Background: an optimization exercise with open tools, aiming at small area and few clock cycles per item. Do not read the settings as production practice. RTL that was checked went through simulation tests only; none was proved equivalent to the original.

==> run M: inputs <==
Design srgb_to_xy_chromaticity, start of the top module:
module srgb_to_xy_chromaticity #(
  parameter int COMPONENT_BITS  = 8,
  parameter int COORD_FRAC_BITS = 16
) (
  input  logic                      clk,
  input  logic                      rst,
  input  logic                      in_valid,
  output logic                      in_ready,
  input  logic [COMPONENT_BITS-1:0] red,
  input  logic [COMPONENT_BITS-1:0] green,
  input  logic [COMPONENT_BITS-1:0] blue,
  output logic                      out_valid,
  input  logic                      out_ready,
  output logic [srgbxy_pkg::OUT_W-1:0] chroma_x,
  output logic [srgbxy_pkg::OUT_W-1:0] chroma_y,
  output logic                      black_input
);
Settings: LEC_CHECK=0, CAP_MARGIN=20, CORE_MARGIN=2, CORE_UTILIZATION=55, GPL_TIMING_DRIVEN=0, SLEW_MARGIN=20; clock period 8.0 ns.
run.sh (not shown) runs the stock make flow with config.mk's settings and CLKGATE_MAP_FILE= SYNTH_SCRIPT=/design/flow/synth_recipe.tcl, a recipe that flattens the netlist after the stock synthesis.
==> inputs of run K, as changes to run M <==
CORE_UTILIZATION = 40   (was 55)
GPL_TIMING_DRIVEN = default   (was 0)
==> summary.txt <==
|  | run K | run M |
|---|---|---|
| Cell area after placement | 124000 um2 | 113000 um2 |
| Maximum count of clock buffers along a single path | 4 | 3 |
| Pre-CTS WS | -0.980 ns | -3.76 ns |
| Post-CTS resize count | 209 | 1062 |
| Total instance count after detailed placement | 15.7k | 13.8k |
| Status | failed layout checks | did not finish |
| Failing step | - | global routing |
| Layout check failures | negative setup slack | - |
| Starting utilization of the core area | 0.401 | 0.555 |
| Overall die width | 525 um | 448 um |
| Number of buffers inserted to repair setup after CTS | 67 | 323 |
| Port Buf Inserts | 62 | 59 |
| Detailed-placement wirelength estimate | 395 mm | 389 mm |
| Row count | 191 | 162 |
| Number of buffers added by the clock tree synthesis step | 147 | 131 |
| Overall die height | 525 um | 448 um |
| Final estimated routing congestion in global placement | 1.06 | 1.13 |
No functional check of the RTL was part of any run of this note.

* * *

==> 05-08: inputs <==
Another version of the RTL of srgb_to_xy_chromaticity (not shown whole).
clock: 8.0 ns
lec_check: 0
cap_margin: 20
core_margin: 2
core_utilization: 50
cts_buf_list: sky130_fd_sc_hd__clkbuf_4 sky130_fd_sc_hd__clkbuf_8
cts_cluster_diameter: 60
cts_cluster_size: 16
gpl_timing_driven: 0
setup_slack_margin: 0.1
slew_margin: 20
synth_hierarchical: 1
==> 05-04 (differences from 05-08) <==
--- a/flow/design.v
+++ b/flow/design.v
@@ -1181,40 +1181,50 @@
   assign _0529_ = _0147_ & ~(_0528_);
   assign _0530_ = _0529_ | _0525_;
   assign _0531_ = code[6] ? _0520_ : _0530_;
   assign lin[0] = _0066_ ? _0509_ : _0531_;
   assign _0533_ = _0350_ & ~(_0308_);
   assign lin[15] = code[7] & ~(_0533_);
 endmodule
 module srgbxy_dcsa #(
-  parameter bit FIRST = 1'b0    
+  parameter bit FIRST = 1'b0,   
+  parameter bit LAST  = 1'b0    
 ) (
-  input  logic [40:0] a,
-  input  logic [40:0] b,
-  input  logic [37:0] tn,
+  input  logic [39:0] a,
+  input  logic [39:0] b,
+  input  logic [36:0] tn,
   input  logic [3:0]  q,       
-  output logic [40:0] s,
-  output logic [40:0] c
+  output logic [39:0] s,
+  output logic [39:0] c
 );
   logic        qpos;
-  logic [40:0] tn1, tn2, mag, op, co;
+  logic [39:0] tn1, tn2, mag, op, co;
   assign qpos = q[3];
   assign tn1  = {3'b000, tn};
   assign tn2  = {2'b00, tn, 1'b0};
-  assign mag  = ({41{q[0]}} & tn1) | ({41{q[1]}} & tn2);
-  assign op   = mag ^ {41{qpos}};
+  assign mag  = ({40{q[0]}} & tn1) | ({40{q[1]}} & tn2);
+  assign op   = mag ^ {40{qpos}};
   if (FIRST) begin : g_first
-    srgbxy_csa #(.W(23)) u_csa (.a(a[22:0]), .b(b[22:0]), .c(op[22:0]), .s(s[22:0]), .co(co[22:0]));
-    srgbxy_hsa #(.W(18)) u_hsa (.a(a[40:23]), .c(op[40:23]), .s(s[40:23]), .co(co[40:23]));
-  end else begin : g_next
-    srgbxy_csa #(.W(39)) u_csa (.a(a[40:2]), .b(b[40:2]), .c(op[40:2]), .s(s[40:2]), .co(co[40:2]));
+    srgbxy_csa #(.W(22)) u_csa (.a(a[21:0]), .b(b[21:0]), .c(op[21:0]), .s(s[21:0]), .co(co[21:0]));
+    srgbxy_hsa #(.W(15)) u_hsa (.a(a[36:22]), .c(op[36:22]), .s(s[36:22]), .co(co[36:22]));
+    assign s[37]     = a[37] ^ op[37];
+    assign s[39:38]  = '0;
+    assign co[39:37] = '0;
+  end else if (!LAST) begin : g_mid
+    srgbxy_csa #(.W(35)) u_csa (.a(a[36:2]), .b(b[36:2]), .c(op[36:2]), .s(s[36:2]), .co(co[36:2]));
+    srgbxy_hsa #(.W(2)) u_hsa (.a(a[1:0]), .c(op[1:0]), .s(s[1:0]), .co(co[1:0]));
+    assign s[37]     = a[37] ^ b[37] ^ op[37];
+    assign s[39:38]  = '0;
+    assign co[39:37] = '0;
+  end else begin : g_last
+    srgbxy_csa #(.W(38)) u_csa (.a(a[39:2]), .b(b[39:2]), .c(op[39:2]), .s(s[39:2]), .co(co[39:2]));
     srgbxy_hsa #(.W(2)) u_hsa (.a(a[1:0]), .c(op[1:0]), .s(s[1:0]), .co(co[1:0]));
   end
-  assign c = {co[39:0], qpos};
+  assign c = {co[38:0], qpos};
 endmodule
 module srgbxy_sel (
   input  logic [6:0] a,
   input  logic [6:0] b,
   input  logic [2:0] i,
   output logic [3:0] q     
 );
   logic [6:0] g, p;
@@ -2318,22 +2328,22 @@
   logic [17:0] aa, bb;
   logic [18:0] cc;
   assign aa = {2'b00, l};
   assign bb = {1'b0, l, 1'b0};
   assign cc[0] = 1'b0;
   assign y = aa ^ bb ^ cc[17:0];
   assign cc[18:1] = (aa & bb) | (aa & cc[17:0]) | (bb & cc[17:0]);
 endmodule
-module srgbxy_sign41 (
-  input  logic [40:0] a,
-  input  logic [40:0] b,
+module srgbxy_sign40 (
+  input  logic [39:0] a,
+  input  logic [39:0] b,
   output logic y
 );
-  logic [40:0] aa, bb, g0, p0;
+  logic [39:0] aa, bb, g0, p0;
   assign aa = a;
   assign bb = b;
   assign g0 = aa & bb;
   assign p0 = aa ^ bb;
   logic g1_1, p1_1;
   assign g1_1 = g0[1] | (p0[1] & g0[0]);
   assign p1_1 = p0[1] & p0[0];
   logic g1_3, p1_3;
@@ -2556,19 +2566,16 @@
   assign g4_29 = g3_29 | (p3_29 & g3_23);
   assign p4_29 = p3_29 & p3_23;
   logic g4_30, p4_30;
   assign g4_30 = g3_30 | (p3_30 & g3_23);
   assign p4_30 = p3_30 & p3_23;
   logic g4_31, p4_31;
   assign g4_31 = g3_31 | (p3_31 & g3_23);
   assign p4_31 = p3_31 & p3_23;
-  logic g4_40, p4_40;
-  assign g4_40 = g0[40] | (p0[40] & g3_39);
-  assign p4_40 = p0[40] & p3_39;
   logic g5_16, p5_16;
   assign g5_16 = g0[16] | (p0[16] & g4_15);
   assign p5_16 = p0[16] & p4_15;
   logic g5_17, p5_17;
   assign g5_17 = g1_17 | (p1_17 & g4_15);
   assign p5_17 = p1_17 & p4_15;
   logic g5_18, p5_18;
   assign g5_18 = g2_18 | (p2_18 & g4_15);
@@ -2631,20 +2638,17 @@
   assign g6_37 = g3_37 | (p3_37 & g5_31);
   assign p6_37 = p3_37 & p5_31;
   logic g6_38, p6_38;
   assign g6_38 = g3_38 | (p3_38 & g5_31);
   assign p6_38 = p3_38 & p5_31;
   logic g6_39, p6_39;
   assign g6_39 = g3_39 | (p3_39 & g5_31);
   assign p6_39 = p3_39 & p5_31;
-  logic g6_40, p6_40;
-  assign g6_40 = g4_40 | (p4_40 & g5_31);
-  assign p6_40 = p4_40 & p5_31;
-  assign y = p0[40] ^ g6_39;
+  assign y = p0[39] ^ g6_38;
 endmodule
 module srgbxy_qsum (
   input  logic [15:0] p,
   input  logic [15:0] n,
   output logic [15:0] y
 );
   logic [15:0] aa, bb, g0, p0;
   assign aa = {p[15:14] + 2'd1, p[13:0]};
@@ -3961,45 +3965,45 @@
     if (ts1[37])      s1 = 2'd0;
     else if (ts1[36]) s1 = 2'd1;
     else if (ts1[35]) s1 = 2'd2;
     else              s1 = 2'd3;
   end
   assign tn1 = ts1 << s1;
   assign xn1 = {xs1[39], xs1} << s1;
   assign yn1 = {ys1[39], ys1} << s1;
-  logic [40:0] r2_x, r2_y;
-  logic [36:0] r2_t;
+  logic [39:0] r2_x, r2_y;
+  logic [35:0] r2_t;
   logic        r2_blk, r2_v, r2_head;
   logic [23:0] r2_pix;
   always_ff @(posedge clk) begin
-    r2_x    <= xn1;
-    r2_y    <= yn1;
-    r2_t    <= tn1[36:0];
+    r2_x    <= xn1[40:1];
+    r2_y    <= yn1[40:1];
+    r2_t    <= tn1[36:1];
     r2_blk  <= r1_blk;
     r2_pix  <= r1_pix;
     r2_head <= r1_head;
   end
   always_ff @(posedge clk) begin
     if (rst) r2_v <= 1'b0;
     else     r2_v <= r1_v;
   end
   localparam logic [7:0] REG_SEL = 8'b0101_0100;
   localparam logic [7:0] REG_CSA = 8'b0000_0000;
   for (genvar j = 0; j <= 8; j++) begin : g_pt
-    logic [40:0] sx, cx, sy, cy;    
-    logic [36:0] tn;                
+    logic [39:0] sx, cx, sy, cy;    
+    logic [35:0] tn;                
     logic [23:0] dx, dy;            
     logic        blk, v, head;
     logic [23:0] pix;
   end
   for (genvar j = 0; j < 8; j++) begin : g_md
-    logic [40:0] ax, bx, ay, by;    
+    logic [39:0] ax, bx, ay, by;    
     logic [3:0]  qx, qy;            
-    logic [36:0] tn;
+    logic [35:0] tn;
     logic [23:0] dx, dy;            
     logic        blk, v, head;
     logic [23:0] pix;
   end
   assign g_pt[0].sx   = r2_x;
   assign g_pt[0].cx   = '0;
   assign g_pt[0].sy   = r2_y;
   assign g_pt[0].cy   = '0;
@@ -4007,37 +4011,37 @@
   assign g_pt[0].dx   = '0;
   assign g_pt[0].dy   = '0;
   assign g_pt[0].blk  = r2_blk;
   assign g_pt[0].v    = r2_v;
   assign g_pt[0].head = r2_head;
   assign g_pt[0].pix  = r2_pix;
   for (genvar j = 0; j < 8; j++) begin : g_step
     logic [1:0]  inj;
-    logic [37:0] tn, tnm;
-    logic [40:0] ax, bx, ay, by;
-    logic [40:0] sx, cx, sy, cy;
+    logic [36:0] tn, tnm;
+    logic [39:0] ax, bx, ay, by;
+    logic [39:0] sx, cx, sy, cy;
     logic [3:0]  qx, qy;
     logic [23:0] dx, dy;
     assign tn  = {1'b1, g_pt[j].tn};
     assign inj = tn[16-2*j -: 2];
     if (j == 0) begin : g_first
       assign ax = g_pt[0].sx;
-      assign bx = {18'd0, tn[37:17], inj};
+      assign bx = {18'd0, tn[36:17], inj};
       assign ay = g_pt[0].sy;
-      assign by = {18'd0, tn[37:17], inj};
-      srgbxy_sel0 u_sx (.a(ax[40:34]), .i(tn[36:34]), .q(qx));
-      srgbxy_sel0 u_sy (.a(ay[40:34]), .i(tn[36:34]), .q(qy));
+      assign by = {18'd0, tn[36:17], inj};
+      srgbxy_sel0 u_sx (.a(ax[39:33]), .i(tn[35:33]), .q(qx));
+      srgbxy_sel0 u_sy (.a(ay[39:33]), .i(tn[35:33]), .q(qy));
     end else begin : g_next
-      assign ax = {g_pt[j].sx[38:0], inj};
-      assign bx = {g_pt[j].cx[38:0], 2'b00};
-      assign ay = {g_pt[j].sy[38:0], inj};
-      assign by = {g_pt[j].cy[38:0], 2'b00};
-      srgbxy_sel u_sx (.a(ax[40:34]), .b(bx[40:34]), .i(tn[36:34]), .q(qx));
-      srgbxy_sel u_sy (.a(ay[40:34]), .b(by[40:34]), .i(tn[36:34]), .q(qy));
+      assign ax = {g_pt[j].sx[37:0], inj};
+      assign bx = {g_pt[j].cx[37:0], 2'b00};
+      assign ay = {g_pt[j].sy[37:0], inj};
+      assign by = {g_pt[j].cy[37:0], 2'b00};
+      srgbxy_sel u_sx (.a(ax[39:33]), .b(bx[39:33]), .i(tn[35:33]), .q(qx));
+      srgbxy_sel u_sy (.a(ay[39:33]), .b(by[39:33]), .i(tn[35:33]), .q(qy));
     end
     always_comb begin
       dx = g_pt[j].dx;
       dy = g_pt[j].dy;
       dx[3*(7-j) +: 3] = qx[2:0];
       dy[3*(7-j) +: 3] = qy[2:0];
     end
     if (REG_SEL[j]) begin : g_rs
@@ -4070,19 +4074,19 @@
       assign g_md[j].dx   = dx;
       assign g_md[j].dy   = dy;
       assign g_md[j].blk  = g_pt[j].blk;
       assign g_md[j].v    = g_pt[j].v;
       assign g_md[j].head = g_pt[j].head;
       assign g_md[j].pix  = g_pt[j].pix;
     end
     assign tnm = {1'b1, g_md[j].tn};
-    srgbxy_dcsa #(.FIRST(j == 0)) u_x (.a(g_md[j].ax), .b(g_md[j].bx), .tn(tnm), .q(g_md[j].qx),
+    srgbxy_dcsa #(.FIRST(j == 0), .LAST(j == 7)) u_x (.a(g_md[j].ax), .b(g_md[j].bx), .tn(tnm), .q(g_md[j].qx),
                                        .s(sx), .c(cx));
-    srgbxy_dcsa #(.FIRST(j == 0)) u_y (.a(g_md[j].ay), .b(g_md[j].by), .tn(tnm), .q(g_md[j].qy),
+    srgbxy_dcsa #(.FIRST(j == 0), .LAST(j == 7)) u_y (.a(g_md[j].ay), .b(g_md[j].by), .tn(tnm), .q(g_md[j].qy),
                                        .s(sy), .c(cy));
     if (REG_CSA[j]) begin : g_rc
       always_ff @(posedge clk) begin
         g_pt[j+1].sx   <= sx;
         g_pt[j+1].cx   <= cx;
         g_pt[j+1].sy   <= sy;
         g_pt[j+1].cy   <= cy;
         g_pt[j+1].tn   <= g_md[j].tn;
@@ -4107,18 +4111,18 @@
       assign g_pt[j+1].blk  = g_md[j].blk;
       assign g_pt[j+1].v    = g_md[j].v;
       assign g_pt[j+1].head = g_md[j].head;
       assign g_pt[j+1].pix  = g_md[j].pix;
     end
   end
   logic        negx, negy;
   logic [15:0] px, nx_, py, ny_, qx, qy;
-  srgbxy_sign41 u_sgn_x (.a(g_pt[8].sx), .b(g_pt[8].cx), .y(negx));
-  srgbxy_sign41 u_sgn_y (.a(g_pt[8].sy), .b(g_pt[8].cy), .y(negy));
+  srgbxy_sign40 u_sgn_x (.a(g_pt[8].sx), .b(g_pt[8].cx), .y(negx));
+  srgbxy_sign40 u_sgn_y (.a(g_pt[8].sy), .b(g_pt[8].cy), .y(negy));
   always_comb begin
     for (int k = 0; k < 8; k++) begin
       px[2*k +: 2]  = g_pt[8].dx[3*k+2] ? 2'b00 : g_pt[8].dx[3*k +: 2];
       nx_[2*k +: 2] = g_pt[8].dx[3*k+2] ? g_pt[8].dx[3*k +: 2] : 2'b00;
       py[2*k +: 2]  = g_pt[8].dy[3*k+2] ? 2'b00 : g_pt[8].dy[3*k +: 2];
       ny_[2*k +: 2] = g_pt[8].dy[3*k+2] ? g_pt[8].dy[3*k +: 2] : 2'b00;
     end
   end
Settings changed: CTS_CLUSTER_DIAMETER 60 to 70, CTS_CLUSTER_SIZE 16 to 14.
==> 05-07 (differences from 05-08) <==
--- a/flow/design.v
+++ b/flow/design.v
@@ -1181,40 +1181,50 @@
   assign _0529_ = _0147_ & ~(_0528_);
   assign _0530_ = _0529_ | _0525_;
   assign _0531_ = code[6] ? _0520_ : _0530_;
   assign lin[0] = _0066_ ? _0509_ : _0531_;
   assign _0533_ = _0350_ & ~(_0308_);
   assign lin[15] = code[7] & ~(_0533_);
 endmodule
 module srgbxy_dcsa #(
-  parameter bit FIRST = 1'b0    
+  parameter bit FIRST = 1'b0,   
+  parameter bit LAST  = 1'b0    
 ) (
-  input  logic [40:0] a,
-  input  logic [40:0] b,
-  input  logic [37:0] tn,
+  input  logic [39:0] a,
+  input  logic [39:0] b,
+  input  logic [36:0] tn,
   input  logic [3:0]  q,       
-  output logic [40:0] s,
-  output logic [40:0] c
+  output logic [39:0] s,
+  output logic [39:0] c
 );
   logic        qpos;
-  logic [40:0] tn1, tn2, mag, op, co;
+  logic [39:0] tn1, tn2, mag, op, co;
   assign qpos = q[3];
   assign tn1  = {3'b000, tn};
   assign tn2  = {2'b00, tn, 1'b0};
-  assign mag  = ({41{q[0]}} & tn1) | ({41{q[1]}} & tn2);
-  assign op   = mag ^ {41{qpos}};
+  assign mag  = ({40{q[0]}} & tn1) | ({40{q[1]}} & tn2);
+  assign op   = mag ^ {40{qpos}};
   if (FIRST) begin : g_first
-    srgbxy_csa #(.W(23)) u_csa (.a(a[22:0]), .b(b[22:0]), .c(op[22:0]), .s(s[22:0]), .co(co[22:0]));
-    srgbxy_hsa #(.W(18)) u_hsa (.a(a[40:23]), .c(op[40:23]), .s(s[40:23]), .co(co[40:23]));
-  end else begin : g_next
-    srgbxy_csa #(.W(39)) u_csa (.a(a[40:2]), .b(b[40:2]), .c(op[40:2]), .s(s[40:2]), .co(co[40:2]));
+    srgbxy_csa #(.W(22)) u_csa (.a(a[21:0]), .b(b[21:0]), .c(op[21:0]), .s(s[21:0]), .co(co[21:0]));
+    srgbxy_hsa #(.W(15)) u_hsa (.a(a[36:22]), .c(op[36:22]), .s(s[36:22]), .co(co[36:22]));
+    assign s[37]     = a[37] ^ op[37];
+    assign s[39:38]  = '0;
+    assign co[39:37] = '0;
+  end else if (!LAST) begin : g_mid
+    srgbxy_csa #(.W(35)) u_csa (.a(a[36:2]), .b(b[36:2]), .c(op[36:2]), .s(s[36:2]), .co(co[36:2]));
+    srgbxy_hsa #(.W(2)) u_hsa (.a(a[1:0]), .c(op[1:0]), .s(s[1:0]), .co(co[1:0]));
+    assign s[37]     = a[37] ^ b[37] ^ op[37];
+    assign s[39:38]  = '0;
+    assign co[39:37] = '0;
+  end else begin : g_last
+    srgbxy_csa #(.W(38)) u_csa (.a(a[39:2]), .b(b[39:2]), .c(op[39:2]), .s(s[39:2]), .co(co[39:2]));
     srgbxy_hsa #(.W(2)) u_hsa (.a(a[1:0]), .c(op[1:0]), .s(s[1:0]), .co(co[1:0]));
   end
-  assign c = {co[39:0], qpos};
+  assign c = {co[38:0], qpos};
 endmodule
 module srgbxy_sel (
   input  logic [6:0] a,
   input  logic [6:0] b,
   input  logic [2:0] i,
   output logic [3:0] q     
 );
   logic [6:0] g, p;
@@ -2318,22 +2328,22 @@
   logic [17:0] aa, bb;
   logic [18:0] cc;
   assign aa = {2'b00, l};
   assign bb = {1'b0, l, 1'b0};
   assign cc[0] = 1'b0;
   assign y = aa ^ bb ^ cc[17:0];
   assign cc[18:1] = (aa & bb) | (aa & cc[17:0]) | (bb & cc[17:0]);
 endmodule
-module srgbxy_sign41 (
-  input  logic [40:0] a,
-  input  logic [40:0] b,
+module srgbxy_sign40 (
+  input  logic [39:0] a,
+  input  logic [39:0] b,
   output logic y
 );
-  logic [40:0] aa, bb, g0, p0;
+  logic [39:0] aa, bb, g0, p0;
   assign aa = a;
   assign bb = b;
   assign g0 = aa & bb;
   assign p0 = aa ^ bb;
   logic g1_1, p1_1;
   assign g1_1 = g0[1] | (p0[1] & g0[0]);
   assign p1_1 = p0[1] & p0[0];
   logic g1_3, p1_3;
@@ -2556,19 +2566,16 @@
   assign g4_29 = g3_29 | (p3_29 & g3_23);
   assign p4_29 = p3_29 & p3_23;
   logic g4_30, p4_30;
   assign g4_30 = g3_30 | (p3_30 & g3_23);
   assign p4_30 = p3_30 & p3_23;
   logic g4_31, p4_31;
   assign g4_31 = g3_31 | (p3_31 & g3_23);
   assign p4_31 = p3_31 & p3_23;
-  logic g4_40, p4_40;
-  assign g4_40 = g0[40] | (p0[40] & g3_39);
-  assign p4_40 = p0[40] & p3_39;
   logic g5_16, p5_16;
   assign g5_16 = g0[16] | (p0[16] & g4_15);
   assign p5_16 = p0[16] & p4_15;
   logic g5_17, p5_17;
   assign g5_17 = g1_17 | (p1_17 & g4_15);
   assign p5_17 = p1_17 & p4_15;
   logic g5_18, p5_18;
   assign g5_18 = g2_18 | (p2_18 & g4_15);
@@ -2631,20 +2638,17 @@
   assign g6_37 = g3_37 | (p3_37 & g5_31);
   assign p6_37 = p3_37 & p5_31;
   logic g6_38, p6_38;
   assign g6_38 = g3_38 | (p3_38 & g5_31);
   assign p6_38 = p3_38 & p5_31;
   logic g6_39, p6_39;
   assign g6_39 = g3_39 | (p3_39 & g5_31);
   assign p6_39 = p3_39 & p5_31;
-  logic g6_40, p6_40;
-  assign g6_40 = g4_40 | (p4_40 & g5_31);
-  assign p6_40 = p4_40 & p5_31;
-  assign y = p0[40] ^ g6_39;
+  assign y = p0[39] ^ g6_38;
 endmodule
 module srgbxy_qsum (
   input  logic [15:0] p,
   input  logic [15:0] n,
   output logic [15:0] y
 );
   logic [15:0] aa, bb, g0, p0;
   assign aa = {p[15:14] + 2'd1, p[13:0]};
@@ -3961,45 +3965,45 @@
     if (ts1[37])      s1 = 2'd0;
     else if (ts1[36]) s1 = 2'd1;
     else if (ts1[35]) s1 = 2'd2;
     else              s1 = 2'd3;
   end
   assign tn1 = ts1 << s1;
   assign xn1 = {xs1[39], xs1} << s1;
   assign yn1 = {ys1[39], ys1} << s1;
-  logic [40:0] r2_x, r2_y;
-  logic [36:0] r2_t;
+  logic [39:0] r2_x, r2_y;
+  logic [35:0] r2_t;
   logic        r2_blk, r2_v, r2_head;
   logic [23:0] r2_pix;
   always_ff @(posedge clk) begin
-    r2_x    <= xn1;
-    r2_y    <= yn1;
-    r2_t    <= tn1[36:0];
+    r2_x    <= xn1[40:1];
+    r2_y    <= yn1[40:1];
+    r2_t    <= tn1[36:1];
     r2_blk  <= r1_blk;
     r2_pix  <= r1_pix;
     r2_head <= r1_head;
   end
   always_ff @(posedge clk) begin
     if (rst) r2_v <= 1'b0;
     else     r2_v <= r1_v;
   end
   localparam logic [7:0] REG_SEL = 8'b0101_0100;
   localparam logic [7:0] REG_CSA = 8'b0000_0000;
   for (genvar j = 0; j <= 8; j++) begin : g_pt
-    logic [40:0] sx, cx, sy, cy;    
-    logic [36:0] tn;                
+    logic [39:0] sx, cx, sy, cy;    
+    logic [35:0] tn;                
     logic [23:0] dx, dy;            
     logic        blk, v, head;
     logic [23:0] pix;
   end
   for (genvar j = 0; j < 8; j++) begin : g_md
-    logic [40:0] ax, bx, ay, by;    
+    logic [39:0] ax, bx, ay, by;    
     logic [3:0]  qx, qy;            
-    logic [36:0] tn;
+    logic [35:0] tn;
     logic [23:0] dx, dy;            
     logic        blk, v, head;
     logic [23:0] pix;
   end
   assign g_pt[0].sx   = r2_x;
   assign g_pt[0].cx   = '0;
   assign g_pt[0].sy   = r2_y;
   assign g_pt[0].cy   = '0;
@@ -4007,37 +4011,37 @@
   assign g_pt[0].dx   = '0;
   assign g_pt[0].dy   = '0;
   assign g_pt[0].blk  = r2_blk;
   assign g_pt[0].v    = r2_v;
   assign g_pt[0].head = r2_head;
   assign g_pt[0].pix  = r2_pix;
   for (genvar j = 0; j < 8; j++) begin : g_step
     logic [1:0]  inj;
-    logic [37:0] tn, tnm;
-    logic [40:0] ax, bx, ay, by;
-    logic [40:0] sx, cx, sy, cy;
+    logic [36:0] tn, tnm;
+    logic [39:0] ax, bx, ay, by;
+    logic [39:0] sx, cx, sy, cy;
     logic [3:0]  qx, qy;
     logic [23:0] dx, dy;
     assign tn  = {1'b1, g_pt[j].tn};
     assign inj = tn[16-2*j -: 2];
     if (j == 0) begin : g_first
       assign ax = g_pt[0].sx;
-      assign bx = {18'd0, tn[37:17], inj};
+      assign bx = {18'd0, tn[36:17], inj};
       assign ay = g_pt[0].sy;
-      assign by = {18'd0, tn[37:17], inj};
-      srgbxy_sel0 u_sx (.a(ax[40:34]), .i(tn[36:34]), .q(qx));
-      srgbxy_sel0 u_sy (.a(ay[40:34]), .i(tn[36:34]), .q(qy));
+      assign by = {18'd0, tn[36:17], inj};
+      srgbxy_sel0 u_sx (.a(ax[39:33]), .i(tn[35:33]), .q(qx));
+      srgbxy_sel0 u_sy (.a(ay[39:33]), .i(tn[35:33]), .q(qy));
     end else begin : g_next
-      assign ax = {g_pt[j].sx[38:0], inj};
-      assign bx = {g_pt[j].cx[38:0], 2'b00};
-      assign ay = {g_pt[j].sy[38:0], inj};
-      assign by = {g_pt[j].cy[38:0], 2'b00};
-      srgbxy_sel u_sx (.a(ax[40:34]), .b(bx[40:34]), .i(tn[36:34]), .q(qx));
-      srgbxy_sel u_sy (.a(ay[40:34]), .b(by[40:34]), .i(tn[36:34]), .q(qy));
+      assign ax = {g_pt[j].sx[37:0], inj};
+      assign bx = {g_pt[j].cx[37:0], 2'b00};
+      assign ay = {g_pt[j].sy[37:0], inj};
+      assign by = {g_pt[j].cy[37:0], 2'b00};
+      srgbxy_sel u_sx (.a(ax[39:33]), .b(bx[39:33]), .i(tn[35:33]), .q(qx));
+      srgbxy_sel u_sy (.a(ay[39:33]), .b(by[39:33]), .i(tn[35:33]), .q(qy));
     end
     always_comb begin
       dx = g_pt[j].dx;
       dy = g_pt[j].dy;
       dx[3*(7-j) +: 3] = qx[2:0];
       dy[3*(7-j) +: 3] = qy[2:0];
     end
     if (REG_SEL[j]) begin : g_rs
@@ -4070,19 +4074,19 @@
       assign g_md[j].dx   = dx;
       assign g_md[j].dy   = dy;
       assign g_md[j].blk  = g_pt[j].blk;
       assign g_md[j].v    = g_pt[j].v;
       assign g_md[j].head = g_pt[j].head;
       assign g_md[j].pix  = g_pt[j].pix;
     end
     assign tnm = {1'b1, g_md[j].tn};
-    srgbxy_dcsa #(.FIRST(j == 0)) u_x (.a(g_md[j].ax), .b(g_md[j].bx), .tn(tnm), .q(g_md[j].qx),
+    srgbxy_dcsa #(.FIRST(j == 0), .LAST(j == 7)) u_x (.a(g_md[j].ax), .b(g_md[j].bx), .tn(tnm), .q(g_md[j].qx),
                                        .s(sx), .c(cx));
-    srgbxy_dcsa #(.FIRST(j == 0)) u_y (.a(g_md[j].ay), .b(g_md[j].by), .tn(tnm), .q(g_md[j].qy),
+    srgbxy_dcsa #(.FIRST(j == 0), .LAST(j == 7)) u_y (.a(g_md[j].ay), .b(g_md[j].by), .tn(tnm), .q(g_md[j].qy),
                                        .s(sy), .c(cy));
     if (REG_CSA[j]) begin : g_rc
       always_ff @(posedge clk) begin
         g_pt[j+1].sx   <= sx;
         g_pt[j+1].cx   <= cx;
         g_pt[j+1].sy   <= sy;
         g_pt[j+1].cy   <= cy;
         g_pt[j+1].tn   <= g_md[j].tn;
@@ -4107,18 +4111,18 @@
       assign g_pt[j+1].blk  = g_md[j].blk;
       assign g_pt[j+1].v    = g_md[j].v;
       assign g_pt[j+1].head = g_md[j].head;
       assign g_pt[j+1].pix  = g_md[j].pix;
     end
   end
   logic        negx, negy;
   logic [15:0] px, nx_, py, ny_, qx, qy;
-  srgbxy_sign41 u_sgn_x (.a(g_pt[8].sx), .b(g_pt[8].cx), .y(negx));
-  srgbxy_sign41 u_sgn_y (.a(g_pt[8].sy), .b(g_pt[8].cy), .y(negy));
+  srgbxy_sign40 u_sgn_x (.a(g_pt[8].sx), .b(g_pt[8].cx), .y(negx));
+  srgbxy_sign40 u_sgn_y (.a(g_pt[8].sy), .b(g_pt[8].cy), .y(negy));
   always_comb begin
     for (int k = 0; k < 8; k++) begin
       px[2*k +: 2]  = g_pt[8].dx[3*k+2] ? 2'b00 : g_pt[8].dx[3*k +: 2];
       nx_[2*k +: 2] = g_pt[8].dx[3*k+2] ? g_pt[8].dx[3*k +: 2] : 2'b00;
       py[2*k +: 2]  = g_pt[8].dy[3*k+2] ? 2'b00 : g_pt[8].dy[3*k +: 2];
       ny_[2*k +: 2] = g_pt[8].dy[3*k+2] ? g_pt[8].dy[3*k +: 2] : 2'b00;
     end
   end
==> flow_metrics.env <==
export IMPL_worst_pin_slew_ps=1240
export IMPL_fmax_mhz=127
export IMPL_status="timing/DRC/antenna clean"
export IMPL_die_area_um2=206000
export IMPL_relSlewSlack_pct=17.1
export IMPL_clock_latency_ps=950
[end of results for 05-07]
==> flow_metrics.env <==
export IMPL_relSlewSlack_pct=19.1
export IMPL_worst_pin_slew_ps=1180
export IMPL_fmax_mhz=128
export IMPL_finalWirelength_um=387000
export IMPL_die_area_um2=207000
export IMPL_clock_latency_ps=980
export IMPL_status="timing/DRC/antenna clean"
[end of results for 05-08]
==> flow_metrics.env <==
export IMPL_fmax_mhz=129
export IMPL_drt_met1_wl_um=156000
export IMPL_relSlewSlack_pct=22.1
export IMPL_finalWirelength_um=383000
export IMPL_critical_path_buf_inv_count=6
export IMPL_die_area_um2=206000
export IMPL_status="timing/DRC/antenna clean"
[end of results for 05-04]
Testbench counts of 05-08, summed over its fixed seeds: cycles 16,056, items 16,000.
Testbench counts of 05-04, summed over its fixed seeds: cycles 16,056, items 16,000.
Testbench counts of 05-07, summed over its fixed seeds: cycles 16,056, items 16,000.

==> separate check: timing with driven ports <==
The flow's constraints put no driver on any port. The routed layouts listed below were extracted and timed again, unchanged, in two steps. Step 1: set_driving_cell puts a clkbuf_16 on clk and a buf_2 on each other input, an assumption about the parent block. Step 2, shift: input delay + t, output delay - t, t = (earliest + latest rising clock arrival at the registers) / 2. This alone moves slack from input paths to output paths. Three values: no drivers, after step 1, after step 2; two values: the first two.
run | t, ns | setup slack, ns | worst slew at a driven data input, ns | cell pins on the clock port's net
run K | 0.913 | -0.275 / -0.275 / -0.517 | 0.30 | 1
05-08 | 1.022 | 0.207 / 0.207 / -0.339 | 0.04 | 1
05-04 | 1.017 | 0.249 / 0.249 / 0.017 | 0.06 | 1
05-07 | 1.009 | 0.149 / 0.149 / -0.068 | 0.06 | 1
With both steps, setup timing fails in 05-08 and 05-07, where it was met with ideal ports. The setup slack of 05-08, which loses most, moves by 0.000 ns with the drivers and by -0.546 ns with both steps.
